Context: an optimization exercise on an open-source flow, tuned for a short achievable clock period and few clock cycles. The choices shown serve that exercise and are no tape-out recipe. In this exercise RTL edits were held to simulation tests only and were not proved equivalent to the original.

==> zinc <==
Design core_top, start of the top module:
module core_top
(
    input  wire                 CLK,
    input  wire                 rst_n,
    input  wire                 mem_req_ready,
    input  wire core_pkg::mem_rsp_t       mem_rsp,
    input  wire                 mem_rsp_valid,
    input  wire                 out_ready,
    output core_pkg::mem_req_t            mem_req,
    output logic                mem_req_valid,
    output logic [32-1:0]  out_data,
    output logic                out_valid,
    output logic                halted
);
clock: 15.0 ns
lec_check: 0
abc_clock_period_in_ps: 4000
cap_margin: 20
core_margin: 2
core_utilization: 45
slew_margin: 20
tns_end_percent: 100
standard.sh (not shown) runs the stock make flow with config.mk's settings and CLKGATE_MAP_FILE= SYNTH_SCRIPT=/design/flow/synth_recipe.tcl, a recipe that flattens the netlist after the stock synthesis.
==> flow/flow/run.sh <==
#!/bin/bash
# Own flow: the standard layout (standard.sh), run with a larger setup
# slack margin for ORFS's repair_timing so that the resizer keeps working on
# paths well below the design's clock period. The SDC, the synthesis and
# every other step are the standard ones.
set -euo pipefail
MARGIN=${MARGIN:-11}
sed -e "s/CLKGATE_MAP_FILE= /CLKGATE_MAP_FILE= SETUP_SLACK_MARGIN=${MARGIN} /" standard.sh > standard_margin.sh
grep -q "SETUP_SLACK_MARGIN=${MARGIN}" standard_margin.sh
bash standard_margin.sh > flow_make.log 2>&1
==> inputs of xenon, as changes to zinc <==
CORE_UTILIZATION = 50   (was 45)
==> inputs of lagoon, as changes to zinc <==
--- a/flow/design.v
+++ b/flow/design.v
@@ -416,14 +416,12 @@
     logic         sk_store;
     logic [2:0]   sk_dst;
     logic         sk_hi;
     logic [1:0]   sk_bm;
     logic         osk_v;              
     logic [31:0]  osk_data;
-    logic         out_load;           
-    logic [31:0]  out_new;
     logic [3:0]   tq_fetch;
     logic [3:0]   tq_live;
     logic [11:0]  tq_pc  [TQD];
     logic [2:0]   tq_dst [TQD];
     logic [3:0]   tq_hi;
     logic [3:0]   tq_val;
@@ -540,14 +538,12 @@
     assign e_fire   = e_can && !e_end && (!(e_ld || e_st) || (!sk_v && (!e_ld || tq_ok))) &&
                       (!e_out || !osk_v);
     assign rr_adv   = ib_v[0] && !halted && (!ex_v || e_fire) && !rr_haz && !e_redir;
     assign e_data   = e_fire && (e_ld || e_st);
     assign e_ofire  = e_fire && e_out;
     assign o_free   = !out_valid || out_ready;
-    assign out_load = o_free && (osk_v || e_ofire);
-    assign out_new  = osk_v ? osk_data : ra;
     assign halt_now = ir_v && e_end && !halted && !sk_v && !osk_v && o_free &&
                       (!(mem_req_valid && rq_store) || mem_req_ready);
     logic         e_take;
     logic         e_redir;
     logic [11:0]  e_tgt;
     logic         haz5;
@@ -783,27 +779,22 @@
                 rq_store      <= 1'b0;
             end
         end
     end
     logic [28:0]  req_nod;            
     logic         fetch_slot;
-    logic [28:0]  dq;
-    always_ff @(posedge CLK) begin
-        if (!cur_pend) begin
-            dq <= sk_v ? sk_req : e_req;
-        end
-    end
     always_comb begin
-        if (cur_pend) begin
-            req_nod = dq;
-        end else if (sk_v) begin
-            req_nod = sk_req;
-        end else if (e_data) begin
-            req_nod = e_req;
-        end else begin
-            req_nod = {fpc_nod, 16'h0, 1'b0};
+        req_nod = mem_req;
+        if (!cur_pend) begin
+            if (sk_v) begin
+                req_nod = sk_req;
+            end else if (e_data) begin
+                req_nod = e_req;
+            end else if (fetch_ok) begin
+                req_nod = {fpc_nod, 16'h0, 1'b0};
+            end
         end
     end
     assign fetch_slot = !cur_pend && !sk_v && !e_data && fetch_ok;
     always_ff @(posedge CLK) begin
         mem_req <= (fetch_slot && d_take) ? {d_tgt, 16'h0, 1'b0} : req_nod;
     end
@@ -990,15 +981,21 @@
         end
         if (m2_v) begin
             m3_r  <= mt_r;
             m3_sd <= m2_sd;
             m3_be <= m3_be_n;
         end
-        if (e_ofire && (!o_free || osk_v)) begin
-            osk_data <= ra;
-        end
-        if (out_load) begin
-            out_data <= out_new;
+        if (!o_free) begin
+            if (e_ofire) begin
+                osk_data <= ra;
+            end
+        end else if (osk_v) begin
+            out_data <= osk_data;
+            if (e_ofire) begin
+                osk_data <= ra;
+            end
+        end else if (e_ofire) begin
+            out_data <= ra;
         end
     end
 endmodule
 `default_nettype wire
CORE_UTILIZATION = 50   (was 45)
==> impl_metrics.json <==
{
  "status": "complete, but fails checks",
  "switchingPower_w": 0.005351,
  "slew_violations": 4,
  "max_cap_violations": 1,
  "so_faults": "capacitance limit, slew limit"
}
# the run above: zinc

==> impl_metrics.json <==
{
  "cp.arrival_ps": 4830,
  "status": "finished clean",
  "slew_violations": 0,
  "max_cap_violations": 0
}
# the run above: xenon

==> impl_metrics.json <==
{
  "switchingPower_w": 0.005248,
  "status": "finished clean",
  "slew_violations": 0,
  "max_cap_violations": 0
}
# the run above: lagoon

Testbench counts of zinc, summed over its fixed seeds: cycles 76,069.
Testbench counts of xenon, summed over its fixed seeds: cycles 76,069.
Testbench counts of lagoon, summed over its fixed seeds: cycles 76,069.

[static timing again, ports no longer ideal]
Ports are ideal in the flow. The routed layouts listed here were re-timed in OpenROAD.
Step 1, drivers: a clkbuf_16 drives CLK and a buf_2 each remaining input, both assumed.
Step 2 also shifts input and output timing later by t, the mid clock arrival at the registers, as if the neighbouring blocks saw the same clock.
a / b / c = ideal ports / drivers / drivers and shift; a / b = the first two.
run | t (ns) | slack for setup (ns) | worst slew at a driven data input, ns
zinc | 0.913 | 10.550 / 10.476 / 9.664 | 0.08
xenon | 0.924 | 10.470 / 10.442 / 9.630 | 0.07
lagoon | 0.905 | 10.413 / 10.330 / 9.647 | 0.07
The setup slack of zinc, which loses most, moves by -0.074 ns with the drivers and by -0.886 ns with both steps.
